From an optimization exercise on the open Yosys and OpenROAD flow, aimed at small area, a short achievable clock period and few clock cycles per item; shortcuts taken in it are not production practice.
At most, simulation tests tie the RTL to the original design; equivalence was not proved.
Power is estimated from default activity; no workload was simulated.

== run 1 ==
==> flow/design.v (excerpt) <==
module rgb_matrix_row_scan_controller
#(
    parameter int COLUMNS   = rmrs_pkg::RMRS_COLUMNS,
    parameter int ROWS      = rmrs_pkg::RMRS_ROWS,
    parameter int CHANNELS  = rmrs_pkg::RMRS_CHANNELS,
    parameter int MSG_DEPTH = rmrs_pkg::RMRS_MSG_DEPTH
) (
    input  wire logic        i_clk,
    input  wire logic        i_rst_n,
    input  wire logic        start,
    input  rmrs_pkg::t_req             i_req,
    output logic             busy,
    input  wire logic        i_cfg_valid,
    output logic             o_cfg_ready,
    input  wire logic [11:0] i_cfg_data,
    output logic             o_res_strobe,
    output rmrs_pkg::t_res             o_res
);
export LEC_CHECK = 0
export CAP_MARGIN = 20
export CORE_MARGIN = 2
export CORE_UTILIZATION = 70
export CTS_BUF_LIST = sky130_fd_sc_hd__clkbuf_16
export CTS_CLUSTER_DIAMETER = 100
export CTS_CLUSTER_SIZE = 24
export SETUP_SLACK_MARGIN = 4.5
export SLEW_MARGIN = 20
export SYNTH_MEMORY_MAX_BITS = 16384
create_clock -name core_clock -period 7.0 [get_ports {i_clk}]
run.sh (not shown) runs the stock make flow with config.mk's settings and CLKGATE_MAP_FILE= SYNTH_SCRIPT=/design/flow/synth_recipe.tcl, a recipe that flattens the netlist after the stock synthesis.
The inputs of run 2 differ from those of run 1 as listed below.
-- flow/design.v --
<<< run 1, line 112
    localparam int TW = (NT > 1) ? $clog2(NT) : 1;
    localparam logic [1:0] SC_IDLE  = 2'd0;
    localparam logic [1:0] SC_PREP  = 2'd1;
    localparam logic [1:0] SC_WAIT  = 2'd3;
    localparam logic [1:0] SC_SHIFT = 2'd2;
    assign o_cfg_ready = 1'b1;
>>> run 2, line 112
    localparam int TW = (NT > 1) ? $clog2(NT) : 1;
    localparam logic [1:0] SC_IDLE  = 2'd0;
    localparam logic [1:0] SC_WAIT  = 2'd1;
    localparam logic [1:0] SC_SHIFT = 2'd2;
    assign o_cfg_ready = 1'b1;
<<< run 1, line 127
    logic [7:0]    r_wb_val;
    logic [2:0][1:0]    r_sc_st;
    logic [2:0][8:0]    r_sc_s;     
    logic [2:0][6:0]    r_sc_l;     
    logic [2:0][15:0][7:0] r_fr;
    logic [2:0][3:0]    r_cn;
>>> run 2, line 126
    logic [7:0]    r_wb_val;
    logic [2:0][1:0]    r_sc_st;
    logic [2:0][6:0]    r_sc_s;     
    logic [2:0][4:0]    r_sc_l;     
    logic [2:0][15:0][7:0] r_fr;
    logic [2:0][3:0]    r_cn;
<<< run 1, line 140
    logic [46:0]   r_asr;
    logic [11:0]   r_abright;
    logic          r_strobe;
    logic [5:0]    r_ch;
>>> run 2, line 139
    logic [46:0]   r_asr;
    logic [11:0]   r_abright;
    logic [3:0]    r_arow;          
    logic          r_strobe;
    logic [5:0]    r_ch;
<<< run 1, line 259
    logic [2:0][3:0]     sc_j0;
    logic [2:0][4:0]     sc_sum;
    logic [2:0][4:0]     sc_hi;
    logic [2:0][9:0]     sc_rem;
    always_comb begin
        for (int c = 0; c < 3; c++) begin
>>> run 2, line 259
    logic [2:0][3:0]     sc_j0;
    logic [2:0][4:0]     sc_sum;
    logic [6:0]          in_l;
    logic [9:0]          in_rem;
    logic [4:0]          in_hi;
    assign in_l   = (i_req.msg_len[8:6] != 3'd0) ? 7'd80 : 7'(i_req.msg_len[5:0]) + 7'd16;
    assign in_rem = 10'(in_l) - 10'(i_req.shift);
    assign in_hi  = in_rem[9] ? 5'd0 : (in_rem > 10'd16) ? 5'd16 : 5'(in_rem);
    always_comb begin
        for (int c = 0; c < 3; c++) begin
<<< run 1, line 266
            sc_go[c]    = (r_sc_st[c] == SC_WAIT) && !r_wb_v && ph_last;
            sc_sum[c]   = 5'(r_sc_s[c][3:0]) + 5'(r_cn[c]);
            sc_valid[c] = (sc_sum[c][4] || (r_sc_s[c][8:4] != 5'd0)) && (5'(r_cn[c]) < r_sc_l[c][4:0]);
            sc_rem[c]   = 10'(r_sc_l[c]) - 10'(r_sc_s[c]);
            sc_hi[c]    = sc_rem[c][9] ? 5'd0 : (sc_rem[c] > 10'd16) ? 5'd16 : 5'(sc_rem[c]);
        end
    end
>>> run 2, line 270
            sc_go[c]    = (r_sc_st[c] == SC_WAIT) && !r_wb_v && ph_last;
            sc_sum[c]   = 5'(r_sc_s[c][3:0]) + 5'(r_cn[c]);
            sc_valid[c] = (sc_sum[c][4] || r_sc_s[c][6]) && (5'(r_cn[c]) < r_sc_l[c]);
        end
    end
<<< run 1, line 276
                r_sc_st[c] <= SC_IDLE;
            end else if (acc && cmd == rmrs_pkg::CMD_SCROLL && i_req.color == 2'(c)) begin
                r_sc_st[c] <= SC_PREP;
            end else if (r_sc_st[c] == SC_PREP) begin
                r_sc_st[c] <= SC_WAIT;
            end else if (sc_go[c]) begin
>>> run 2, line 278
                r_sc_st[c] <= SC_IDLE;
            end else if (acc && cmd == rmrs_pkg::CMD_SCROLL && i_req.color == 2'(c)) begin
                r_sc_st[c] <= SC_WAIT;
            end else if (sc_go[c]) begin
<<< run 1, line 289
        for (int c = 0; c < 3; c++) begin
            if (r_sc_st[c] == SC_IDLE) begin
                r_sc_s[c] <= i_req.shift;
                r_sc_l[c] <= (i_req.msg_len[8:6] != 3'd0) ? 7'd80 : 7'(i_req.msg_len[5:0]) + 7'd16;
            end else if (r_sc_st[c] == SC_PREP) begin
                r_sc_l[c] <= 7'(sc_hi[c]);
            end
        end
>>> run 2, line 289
        for (int c = 0; c < 3; c++) begin
            if (r_sc_st[c] == SC_IDLE) begin
                r_sc_s[c] <= {(i_req.shift[8:4] != 5'd0), i_req.shift[5:0]};
                r_sc_l[c] <= in_hi;
            end
        end
<<< run 1, line 372
            r_last    <= 1'b0;
            r_level   <= r_pbits[0] ? r_pbright : 12'd0;
            r_rowsel  <= r_pblank ? 8'd0 : (8'd1 << r_prow);
            r_asr     <= r_pbits[47:1];
            r_abright <= r_pbright;
>>> run 2, line 370
            r_last    <= 1'b0;
            r_level   <= r_pbits[0] ? r_pbright : 12'd0;
            r_arow    <= {r_pblank, r_prow};
            r_asr     <= r_pbits[47:1];
            r_abright <= r_pbright;
<<< run 1, line 385
    assign o_res.channel     = r_ch;
    assign o_res.level       = r_level;
    assign o_res.row_select  = r_rowsel;
    assign o_res.last        = r_last;
>>> run 2, line 383
    assign o_res.channel     = r_ch;
    assign o_res.level       = r_level;
    logic [3:0] nrow;
    assign nrow = run_start ? {r_pblank, r_prow} : r_arow;
    always_ff @(posedge i_clk) begin
        r_rowsel <= nrow[3] ? 8'd0 : (8'd1 << nrow[2:0]);
    end
    assign o_res.row_select  = r_rowsel;
    assign o_res.last        = r_last;
--- outcome ---
Comparing run 2 and run 1, routing usage on met2 is lower on run 2.
Re maximum number of pins on one net before global-route repair: run 1 was higher than run 2.
Compared with run 1, cell area in run 2 decreased slightly.
Summary — post-placement cell count, run 2 relative to run 1: lower, by 3.4%.
On run 2: compound-cell area share of the yosys netlist is 0.57 points lower than what run 1 gave.
Run 2 vs run 1 — internal power consumption dropped about 0.46%.
Proportion of power drawn by the clock network, run 2 and run 1, higher one = run 2.
Critical path launch point: i_req[10] -> run 2, r_rowsel[1]$_SDFFCE_PP0P_ -> run 1
Diff run 1 -> run 2: sum of met3 wire segment lengths after detailed routing moved up, synthesized cell count went down 4.1%.
Higher antenna diode count goes to run 1 over run 2.
No run of this note included a check of the RTL's function; only the layout flow was run.

---

## trial 31
rgb_matrix_row_scan_controller, a different RTL version from the one above (not shown whole).
For scale: ~3200 cells after synthesis, roughly 2200 flip-flops, about 92 I/O pins, about 0.053 mm2 of cells after synthesis.
clock: 7.0 ns
lec_check: 0
cap_margin: 20
core_margin: 2
core_utilization: 70
cts_buf_list: sky130_fd_sc_hd__clkbuf_16
cts_cluster_diameter: 90
cts_cluster_size: 27
setup_slack_margin: 4.5
slew_margin: 20
synth_memory_max_bits: 16384
#### Input delta (trial 24 over trial 31)
-- flow/design.v --
<<< trial 31, line 112
    localparam int TW = (NT > 1) ? $clog2(NT) : 1;
    localparam logic [1:0] SC_IDLE  = 2'd0;
    localparam logic [1:0] SC_WAIT  = 2'd1;
    localparam logic [1:0] SC_SHIFT = 2'd2;
    assign o_cfg_ready = 1'b1;
>>> trial 24, line 112
    localparam int TW = (NT > 1) ? $clog2(NT) : 1;
    localparam logic [1:0] SC_IDLE  = 2'd0;
    localparam logic [1:0] SC_PREP  = 2'd1;
    localparam logic [1:0] SC_WAIT  = 2'd3;
    localparam logic [1:0] SC_SHIFT = 2'd2;
    assign o_cfg_ready = 1'b1;
<<< trial 31, line 242
    always_comb begin
        for (int c = 0; c < 3; c++) begin
            sc_idx[c] = {sc_low[c] ? sc_hm1[c] : r_sc_s[c][5:4], r_phase[3:0]};
            rblk[c]   = (NB > 1) ? BW'(sc_idx[c] >> PW) : '0;
            rtap[c]   = (NT > 1) ? TW'(PW'(PW'(sc_idx[c]) - r_phase) >> 4) : '0;
>>> trial 24, line 243
    always_comb begin
        for (int c = 0; c < 3; c++) begin
            sc_idx[c] = {2'(r_sc_s[c][5:4] + 2'(sc_sum[c][4]) - 2'd1), sc_sum[c][3:0]};
            rblk[c]   = (NB > 1) ? BW'(sc_idx[c] >> PW) : '0;
            rtap[c]   = (NT > 1) ? TW'(PW'(PW'(sc_idx[c]) - r_phase) >> 4) : '0;
<<< trial 31, line 258
    logic [2:0]          sc_valid;
    logic [2:0][3:0]     sc_j0;
    logic [2:0]          sc_low;
    logic [2:0]          sc_vlow;       
    logic [2:0]          sc_vhigh;      
    logic [2:0][1:0]     sc_hm1;
    logic [2:0]          sc_klt;
    always_comb begin
        for (int c = 0; c < 3; c++) begin
            sc_j0[c]    = 4'd0 - r_sc_s[c][3:0];
            sc_go[c]    = (r_sc_st[c] == SC_WAIT) && !r_wb_v && ph_last;
            sc_hm1[c]   = r_sc_s[c][5:4] - 2'd1;
            sc_low[c]   = (r_phase[3:0] >= r_sc_s[c][3:0]);
            sc_klt[c]   = (r_phase[3:0] < r_sc_l[c][3:0]);
            sc_vlow[c]  = (r_sc_s[c][8:4] != 5'd0) &&
                          ((r_sc_s[c][8:4] <= 5'(r_sc_l[c][6:4])) ||
                           ((r_sc_s[c][8:4] == 5'(r_sc_l[c][6:4]) + 5'd1) && sc_klt[c]));
            sc_vhigh[c] = (r_sc_s[c][8:4] < 5'(r_sc_l[c][6:4])) ||
                          ((r_sc_s[c][8:4] == 5'(r_sc_l[c][6:4])) && sc_klt[c]);
            sc_valid[c] = sc_low[c] ? sc_vlow[c] : sc_vhigh[c];
        end
    end
>>> trial 24, line 259
    logic [2:0]          sc_valid;
    logic [2:0][3:0]     sc_j0;
    logic [2:0][4:0]     sc_sum;
    logic [2:0][4:0]     sc_hi;
    logic [2:0][9:0]     sc_rem;
    always_comb begin
        for (int c = 0; c < 3; c++) begin
            sc_j0[c]    = 4'(r_phase + 1'b1) - 4'(r_sc_s[c]);
            sc_go[c]    = (r_sc_st[c] == SC_WAIT) && !r_wb_v && ph_last;
            sc_sum[c]   = 5'(r_sc_s[c][3:0]) + 5'(r_cn[c]);
            sc_valid[c] = (sc_sum[c][4] || (r_sc_s[c][8:4] != 5'd0)) && (5'(r_cn[c]) < r_sc_l[c][4:0]);
            sc_rem[c]   = 10'(r_sc_l[c]) - 10'(r_sc_s[c]);
            sc_hi[c]    = sc_rem[c][9] ? 5'd0 : (sc_rem[c] > 10'd16) ? 5'd16 : 5'(sc_rem[c]);
        end
    end
<<< trial 31, line 283
                r_sc_st[c] <= SC_IDLE;
            end else if (acc && cmd == rmrs_pkg::CMD_SCROLL && i_req.color == 2'(c)) begin
                r_sc_st[c] <= SC_WAIT;
            end else if (sc_go[c]) begin
>>> trial 24, line 277
                r_sc_st[c] <= SC_IDLE;
            end else if (acc && cmd == rmrs_pkg::CMD_SCROLL && i_req.color == 2'(c)) begin
                r_sc_st[c] <= SC_PREP;
            end else if (r_sc_st[c] == SC_PREP) begin
                r_sc_st[c] <= SC_WAIT;
            end else if (sc_go[c]) begin
<<< trial 31, line 295
            if (r_sc_st[c] == SC_IDLE) begin
                r_sc_s[c] <= i_req.shift;
                r_sc_l[c] <= (i_req.msg_len[8:6] != 3'd0) ? 7'd64 : 7'(i_req.msg_len[5:0]);
            end
        end
>>> trial 24, line 291
            if (r_sc_st[c] == SC_IDLE) begin
                r_sc_s[c] <= i_req.shift;
                r_sc_l[c] <= (i_req.msg_len[8:6] != 3'd0) ? 7'd80 : 7'(i_req.msg_len[5:0]) + 7'd16;
            end else if (r_sc_st[c] == SC_PREP) begin
                r_sc_l[c] <= 7'(sc_hi[c]);
            end
        end
[summary]
- Trial 24 and trial 31 ended up with nearly the same clock network power.
- Comparing trial 24 and trial 31, the lower fmax was measured on trial 31.
- Trial 24 ends up with higher worst vdd rail ir drop than trial 31 does.
- When trial 24 is set beside trial 31, its slew at the pin closest to its max-slew limit turns out to be 120 ps smaller.
- Trial 24 -> trial 31: clock insertion delay at the later pin of the skew report flat
- Met1 track demand over resource in global routing delta for trial 24 relative to trial 31: 0.72 points lower
- Trial 24: flow completed, timing, DRC and antenna clean
Testbench counts of trial 24, summed over its fixed seeds: cycles 92,859, requests 3,156.
For trial 31, only the layout was checked, not whether the RTL still works.

## what the ideal ports hide
The flow's constraints put no driver on any port. The routed layouts listed below were extracted and timed again, unchanged, in two steps. Step 1: set_driving_cell puts a clkbuf_16 on i_clk and a buf_2 on each other input, an assumption about the parent block. Step 2 moves the port delays by t, midway between the first and last clock arrival at a register: inputs arrive t later, outputs are due t later. That takes back most of the time a late clock gives input paths. a / b / c = ideal ports / drivers / drivers and shift; a / b = the first two.
| run | shift t [ns] | setup WS [ns] | latest minus earliest clock arrival (ns) | worst slew at a driven data input, ns |
|---|---|---|---|---|
| run 1 | 0.740 | 4.362 / 4.293 / 3.805 | 0.049 / 0.050 | 0.11 |
| run 2 | 0.745 | 4.122 / 4.157 / 3.412 | 0.048 / 0.048 | 0.08 |
| trial 31 | 0.744 | 4.438 / 4.374 / 3.809 | 0.049 / 0.049 | 0.10 |
| trial 24 | 0.735 | 4.449 / 4.383 / 3.882 | 0.043 / 0.042 | 0.10 |
After both steps every run listed still meets setup and hold. For run 2, which loses most, drivers alone change the setup slack by +0.035 ns; drivers and shift together by -0.710 ns.
